Context: an optimization exercise on an open-source flow, tuned for small area. The choices shown serve that exercise and are no tape-out recipe. In this exercise RTL edits were held to simulation tests only and were not proved equivalent to the original. In every run shown here, the design's own scripts or RTL, not TritonCTS, make the clock network. The clock input has no modelled driver; a real chip could not lean on it and would need a root buffer or a full tree. Power is estimated from default activity; no workload was simulated.

==> flow/design.v, too long to show whole: its modules and the start of the top module <==
// module sample_tick_gen: 26 lines
// module square_osc: 19 lines
// module walk_core: 1068 lines
// module walk_fa: 10 lines
// module walk_ha: 9 lines
// module walk_cfg_regs: 42 lines
// module dk_walk: 15 lines
// module walk_sound_top: 43 lines
module walk_sound_top (
    input  logic                                      clk,
    input  logic                                      rst_n,
    input  logic                                      reg_wr,
    input  logic [1:0]                                reg_addr,
    input  logic [15:0]                               reg_wdata,
    output logic [15:0]                               reg_rdata,
    output logic                                      sample_valid,
    output logic signed [walk_snd_pkg::sample_w-1:0] sample_out
);
  // ...
==> flow/flow/run.sh <==
#!/bin/bash
# The standard layout (the standard.sh, with its synthesis unchanged), with two
# changes: the port buffers are the smallest buffer cell, and the clock tree is a
# small balanced one built by flow/cts_tree.tcl (one root and 2^levels leaf buffers).
set -euo pipefail
export BUFFER_PORTS_ARGS="-buffer_cell sky130_fd_sc_hd__buf_1"
export PRE_CTS_TCL="$PWD/flow/cts_tree.tcl"
export MY_CTS_BUF=sky130_fd_sc_hd__clkbuf_4
export MY_CTS_ROOT=sky130_fd_sc_hd__clkbuf_8
export MY_CTS_LEVELS=4
bash standard.sh > standard.log 2>&1
==> flow/flow/cts_tree.tcl <==
# A small clock tree in place of TritonCTS: the clock port drives one root
# buffer, which drives one leaf buffer per group of registers; the groups are
# formed by splitting the registers by position (median cuts). Sourced by
# ORFS's cts.tcl as PRE_CTS_TCL; clock_tree_synthesis is then skipped.
set block [ord::get_db_block]
set buf_master [[ord::get_db] findMaster $::env(MY_CTS_BUF)]
set root_master [[ord::get_db] findMaster $::env(MY_CTS_ROOT)]
set clk_net [$block findNet clk]
set sinks {}
foreach it [$clk_net getITerms] {
  if { [$it isInputSignal] || [[$it getMTerm] getSigType] == "CLOCK" || [$it isInput] } {
    lappend sinks $it
  }
}
puts "my_cts: [llength $sinks] sinks"

proc it_xy { it } {
  set inst [$it getInst]
  set b [$inst getBBox]
  return [list [expr ([$b xMin] + [$b xMax]) / 2] [expr ([$b yMin] + [$b yMax]) / 2]]
}

# recursive median split into 2^levels groups
proc split_groups { items levels } {
  if { $levels == 0 || [llength $items] < 2 } { return [list $items] }
  set xs {}; set ys {}
  foreach it $items { lassign [it_xy $it] x y; lappend xs $x; lappend ys $y }
  set dx [expr [tcl::mathfunc::max {*}$xs] - [tcl::mathfunc::min {*}$xs]]
  set dy [expr [tcl::mathfunc::max {*}$ys] - [tcl::mathfunc::min {*}$ys]]
  set idx [expr { $dx >= $dy ? 0 : 1 }]
  set sorted [lsort -command [list cmp_xy $idx] $items]
  set h [expr [llength $sorted] / 2]
  return [concat [split_groups [lrange $sorted 0 [expr $h - 1]] [expr $levels - 1]] \
                 [split_groups [lrange $sorted $h end] [expr $levels - 1]]]
}
proc cmp_xy { idx a b } {
  set va [lindex [it_xy $a] $idx]; set vb [lindex [it_xy $b] $idx]
  if { $va < $vb } { return -1 } elseif { $va > $vb } { return 1 } else { return 0 }
}

set groups [split_groups $sinks $::env(MY_CTS_LEVELS)]
set root [odb::dbInst_create $block $root_master "myclk_root"]
set root_out [odb::dbNet_create $block "myclk_root_net"]
$root_out setSigType CLOCK
# root input on the clock port net, output to the leaves
foreach mt [$root_master getMTerms] {
  set it [$root findITerm [$mt getName]]
  if { [$mt getSigType] == "POWER" || [$mt getSigType] == "GROUND" } { continue }
  if { [$mt getIoType] == "INPUT" } { $it connect $clk_net } elseif { [$mt getIoType] == "OUTPUT" } { $it connect $root_out }
}
set n 0
set lx 0; set ly 0
foreach g $groups {
  set sx 0; set sy 0
  foreach it $g { lassign [it_xy $it] x y; set sx [expr $sx + $x]; set sy [expr $sy + $y] }
  set cx [expr $sx / [llength $g]]; set cy [expr $sy / [llength $g]]
  set leaf [odb::dbInst_create $block $buf_master "myclk_leaf_$n"]
  set net [odb::dbNet_create $block "myclk_leaf_net_$n"]
  $net setSigType CLOCK
  foreach mt [$buf_master getMTerms] {
    set it [$leaf findITerm [$mt getName]]
    if { [$mt getIoType] == "INPUT" && [$mt getSigType] != "POWER" && [$mt getSigType] != "GROUND" } { $it connect $root_out }
    if { [$mt getIoType] == "OUTPUT" } { $it connect $net }
  }
  foreach it $g { $it disconnect; $it connect $net }
  $leaf setLocation [expr int($cx)] [expr int($cy)]
  $leaf setPlacementStatus PLACED
  set lx [expr $lx + $cx]; set ly [expr $ly + $cy]
  puts "my_cts: leaf $n drives [llength $g] sinks at $cx $cy"
  incr n
}
$root setLocation [expr int($lx / $n)] [expr int($ly / $n)]
$root setPlacementStatus PLACED
$clk_net setSigType CLOCK

# clock_tree_synthesis would rebuild the tree: skip it
rename clock_tree_synthesis orig_clock_tree_synthesis
proc clock_tree_synthesis { args } {
  puts "my_cts: clock_tree_synthesis skipped"
  set_propagated_clock [all_clocks]
}
==> flow/standard.sh <==
#!/bin/bash
# synth_recipe.tcl (not shown) runs the flow's synth.tcl, then flattens the netlist and writes it again
# the make line also repeats each setting of config.mk as NAME=value (left out here)
make -C /OpenROAD-flow-scripts/flow DESIGN_CONFIG=/design/flow/config.mk WORK_HOME=/design/flow/orfs CLKGATE_MAP_FILE= SYNTH_SCRIPT=/design/flow/synth_recipe.tcl "${@:-finish}"
==> flow/config.mk <==
export PLATFORM = sky130hd
export DESIGN_NAME = walk_sound_top
export DESIGN_NICKNAME = walk_sound_top
export VERILOG_FILES = /design/flow/design.v
export SDC_FILE = /design/flow/constraint.sdc
export NUM_CORES = 4
export LEC_CHECK = 0
export CAP_MARGIN = 20
export CORE_MARGIN = 2
export CORE_UTILIZATION = 40
export SLEW_MARGIN = 20
export SYNTH_HIERARCHICAL = 1
export SYNTH_MINIMUM_KEEP_SIZE = 0
==> flow/constraint.sdc <==
create_clock -name core_clock -period 14.0 [get_ports {clk}]
set_input_delay 2.8000 -clock core_clock [delete_from_list [all_inputs] [get_ports {clk}]]
set_output_delay 2.8000 -clock core_clock [all_outputs]
set_load 0.01 [all_outputs]
==> reports/qor.yml, run 1 <==
finish:
  most-common-layout-cells: "233 x fa_1, 145 x inv_1, 130 x ha_1"
  largest_register: "u_walk.u_core.lp_s"
  largest_reg_flops: 15
  biggestCellCategory: "multi-input combinational cells"
setup_path:
  start_kind: "register"
  slowest_delay_ns: 0.58
  cp.arrival_ns: 13.97
  crit_fanout: 4
  cp_slowest_cell: "fa_2"
sta:
  setup_tns_ns: 0
  timing.fmax_mhz: 73.5
  slew_headroom: 0.334
  drv_slew: 0
  fin_crit_ns: 13.60
power_and_ir_drop:
  p_leak_uw: 0.00623
  clock_power_uw: 178
route:
  wire_per_inst_um: 14.8
grt:
  met2_usage: 0.281
  grt_pass1_wl_um: 47700
  grtUsageTotal: 0.156
  grt_pass1_vias: 9949
run_status:
  outcome: "timing/DRC/antenna clean"
synthesis:
  synthTopCellsByArea: "fa_1 35%, dfxtp_1 17%, ha_1 12%, inv_1 3.9%, nand2_1 2.9%"
  synth_xor_xnor_area_share: 0.0113
  avgSynthCellArea_um2: 10.2
  synth_edf_count: 0
  async_flop_share: 0
place:
  dpl.hpwl_um: 22700
run:
  drv_cap: 0
die:
  die_w_um: 191
==> run 2, diff against run 1 <==
--- a/flow/flow/run.sh
+++ b/flow/flow/run.sh
@@ -5,7 +5,7 @@
 set -euo pipefail
 export BUFFER_PORTS_ARGS="-buffer_cell sky130_fd_sc_hd__buf_1"
 export PRE_CTS_TCL="$PWD/flow/cts_tree.tcl"
-export MY_CTS_BUF=sky130_fd_sc_hd__clkbuf_4
-export MY_CTS_ROOT=sky130_fd_sc_hd__clkbuf_8
-export MY_CTS_LEVELS=4
+export MY_CTS_BUF=sky130_fd_sc_hd__clkbuf_8
+export MY_CTS_ROOT=sky130_fd_sc_hd__clkbuf_16
+export MY_CTS_LEVELS=3
 bash standard.sh > standard.log 2>&1
==> reports/qor.yml, run 2 <==
route:
  wire_per_inst_um: 14.8  # about the same
  routed_via_density: 5.15
  drt_iter0_drc: 496
  dr.pass1.iters: 6
  drt_wl_total_um: 27200
  ant_nets: 0
  drc: 0
  route.vias.total: 9509
setup_path:
  slowest_delay_ns: 0.56  # -0.02 ns
  timing.rr.end: "u_walk.u_core.lp_s[14]$_SDFF_PN0_"
  ff2ff_setup_slack_ns: 0.40
  rr_startpoint: "u_walk.u_core.gate_d[2]$_SDFFE_PN0P_"
  startpoint: "u_walk.u_core.gate_d[2]$_SDFFE_PN0P_"
  start_kind: "register"
  crit_fanout: 4  # unchanged
  crit_type: "reg2reg"
  critPathMostFrequentCell: "fa_1"
  rr_worst_depth: 41
  endpoint: "u_walk.u_core.lp_s[14]$_SDFF_PN0_"
  worstPathRequired_ns: 14.27
  cp.arrival_ns: 13.87  # -0.10 ns
  crit_path_end_kind: "register"
  cp_slowest_cell: "fa_1"
synthesis:
  synthTopCellsByCount: "244 x fa_1, 146 x inv_1, 130 x ha_1"
  ys_warn_count: 11
  avgSynthCellArea_um2: 10.2  # unchanged
  yosysSeqAreaShare: 0.173
  synthFlopType: "dfxtp_1"
  async_flop_share: 0  # unchanged
  synth_most_common_cell: "fa_1"
  yosysTopAreaCell: "fa_1"
  ys_ff_latch: 120
  synthTopCellsByArea: "fa_1 35%, dfxtp_1 17%, ha_1 12%, inv_1 3.9%, nand2_1 2.9%"
  netlist_area_um2: 13900
  synthDistinctLibCells: 75
  yosysTopAreaCellShare: 0.351
  synth_edf_count: 0  # unchanged
  synthCells: 1368
sta:
  timing.fmax_mhz: 73.5  # about the same
  fin_skew_ns: 0.0221
  drv_slew: 0  # unchanged
  worst_pin_slew_ns: 0.976
  slew_headroom: 0.343  # +0.00947
  finalSetupViolCount: 0
  min_period_over_period: 0.971
  setup_tns_ns: 0  # unchanged
  fin_ws_ns: 0.400
  fin_crit_ns: 13.60  # -0.00385 ns
  hold_violations: 0
  rsz0062_at_grt: "no"
  worst_hold_slack_ns: 0.478
place:
  dpl.hpwl_um: 22700  # unchanged
  post-place-ws_ns: -0.141
  io_buffers: 37
  place_congestion: 0.819
finish:
  fin_nets: 1787
  mostFrequentLayoutCell: "fa_1"
  top_regs: "u_walk.u_core.lp_s x15, u_walk.u_core.hp_a x14"
  most-common-layout-cells: "234 x fa_1, 145 x inv_1, 130 x ha_1"
  final_util: 0.429
  fill_cells: 3361
  largest_register: "u_walk.u_core.lp_s"
  antenna_cells: 0
  drive_gt1_frac: 0.0511
  syn2layout_area_growth_pct: 5.86
  largest_reg_flops: 15  # unchanged
power_and_ir_drop:
  power_density_nw_per_um2: 185
  p_leak_uw: 0.00622  # -0.14%
  ir_drop_mv: 0.577
  finalPower_uw: 2730
run:
  drv_cap: 0  # unchanged
die:
  die_w_um: 191  # unchanged
  ios: 54
  start_util: 0.405
  rows: 68
  die_h_um: 191
  dieArea_um2: 36300
  core_area_um2: 34400
cts:
  clk_pin_slew_ns: 0.12
  ctsHoldBuffers: 0
  clkLatencyLatePin_ns: 0.37
grt:
  antenna_found_initial: 0
  overflow: 0
  grt_pass1_vias: 9854  # -0.95%
  grt_pass1_wl_um: 47500  # -0.33%
  grt_max_degree: 58
  grtUsageTotal: 0.156  # -0.000637
worst_hold_path:
  hp-class: "reg2reg"
  worstHoldStart: "u_tick.sample_cnt[2]$_SDFFE_PN0P_"
run_status:
  outcome: "timing/DRC/antenna clean"
-- run 2: worst min-delay path by stage --
stage                                   endpoint  slack, ns  cells past startpoint
5_1_grt          u_regs.tick_div[7]$_SDFFE_PN0P_       0.51                      2
3_3_place_gp   u_tick.sample_cnt[2]$_SDFFE_PN0P_       0.45                      2
4_1_cts        u_tick.sample_cnt[2]$_SDFFE_PN0P_       0.48                      2
6_report       u_tick.sample_cnt[2]$_SDFFE_PN0P_       0.48                      2
2_1_floorplan  u_tick.sample_cnt[2]$_SDFFE_PN0P_       0.44                      2
3_5_place_dp   u_tick.sample_cnt[2]$_SDFFE_PN0P_       0.46                      2
-- run 2: critical path, delay by kind of cell, from the launching register on --
| family | cells | cell delay (ns) |
|---|---|---|
| DFF | 1 | 0.35 |
| adders and majority gates | 33 | 12.10 |
| xor gates and xnor gates | 2 | 0.31 |
| AOI/OAI and AO/OA | 2 | 0.35 |
| and+or+nand+nor | 3 | 0.33 |
| buffers and inverters | 1 | 0.08 |
-- run 2: per-layer routing --
| metal | share of wire | vias up | track usage | routed length (um) |
|---|---|---|---|---|
| met5 | 0 | - | 0 | 0 |
| met4 | 0.0088 | 0 | 0.0128 | 240 |
| met3 | 0.020 | 17 | 0.00902 | 558 |
| met2 | 0.51 | 96 | 0.281 | 13900 |
| met1 | 0.46 | 4745 | 0.214 | 12600 |
| li1 | - | 4651 | - | - |
-- run 2: power by group --
part | switching, uW | total [uW] | internal [uW] | leakage [uW]
registers | 91.9 | 494 | 403 | 0.000982
clock network | 112 | 177 | 65.1 | 0.0000698
logic | 1120 | 2050 | 936 | 0.00517
-- run 2: Yosys stat by module (local to each module, per instance), excerpt --
module	cells inside	copies in the design	cell area [um2]	flops+latches
walk_core	734	1	5340	77
walk_cfg_regs	81	1	687	13
dk_walk	1	1	12.5	0
sample_tick_gen	73	1	637	12
walk_sound_top	99	1	862	5
walk_ha	1	70	12.5	0
walk_fa	1	244	20.0	0
-- run 2: layout make-up --
| class | count | area [um2] | area share |
|---|---|---|---|
| Multi-Input combinational cell | 1059 | 10800 | 0.733 |
| Sequential cell | 120 | 2400 | 0.163 |
| Tap cell | 455 | 569 | 0.0387 |
| Inverter | 148 | 556 | 0.0377 |
| Timing Repair Buffer | 54 | 270 | 0.0183 |
| Buffer | 9 | 135 | 0.00917 |
-- run 2: cell families (layout without fill, tap and decap cells) --
group / after synthesis / count (layout) / share of synthesized area
mux: 46 / 46 / 0.0379
fa+ha+maj: 379 / 379 / 0.472
buf+inv: 196 / 211 / 0.0580
other cells: 1 / 8 / 0.000270
compound gates: 200 / 200 / 0.0968
xor+xnor: 18 / 18 / 0.0113
simple gates: 408 / 408 / 0.151
flops: 120 / 120 / 0.173
-- run 2: timing repair --
item | 4_1_cts | 5_1_grt
pin swaps | 2 | 5
setup buffers | 0 | 1
endpoints found under the setup margin | 1 | 3
gates resized for setup | 6 | 15
-- run 2: through the flow --
step,cells,instance area [um2]
5_1_grt,1845,14700
6_report,1845,14700
2_1_floorplan,1375,13900
3_5_place_dp,1835,14500
4_1_cts,1844,14700
3_3_place_gp,1835,14500

==> separate check: timing with driven ports <==
No port has a modelled driver above. Below, the same layouts with a new extraction and two added sets of constraints. Step 1 (the two cells are an assumption about what drives the block):
set clk [get_ports {clk}]
set_driving_cell -lib_cell sky130_fd_sc_hd__clkbuf_16 $clk
set_driving_cell -lib_cell sky130_fd_sc_hd__buf_2 [delete_from_list [all_inputs] $clk]
Step 2 also shifts input and output timing later by t, the mid clock arrival at the registers, as if the neighbouring blocks saw the same clock. Three values: no drivers, after step 1, after step 2; two values: the first two.
run	t, ns	setup WS [ns]	worst setup path after step 2	worst register clock-pin slew, ns
run 1	0.483	0.396 / 0.396 / 0.396	register to register	0.11 / 0.11
run 2	0.396	0.400 / 0.400 / 0.400	register to register	0.12 / 0.12
After both steps setup and hold are still met in every run listed.
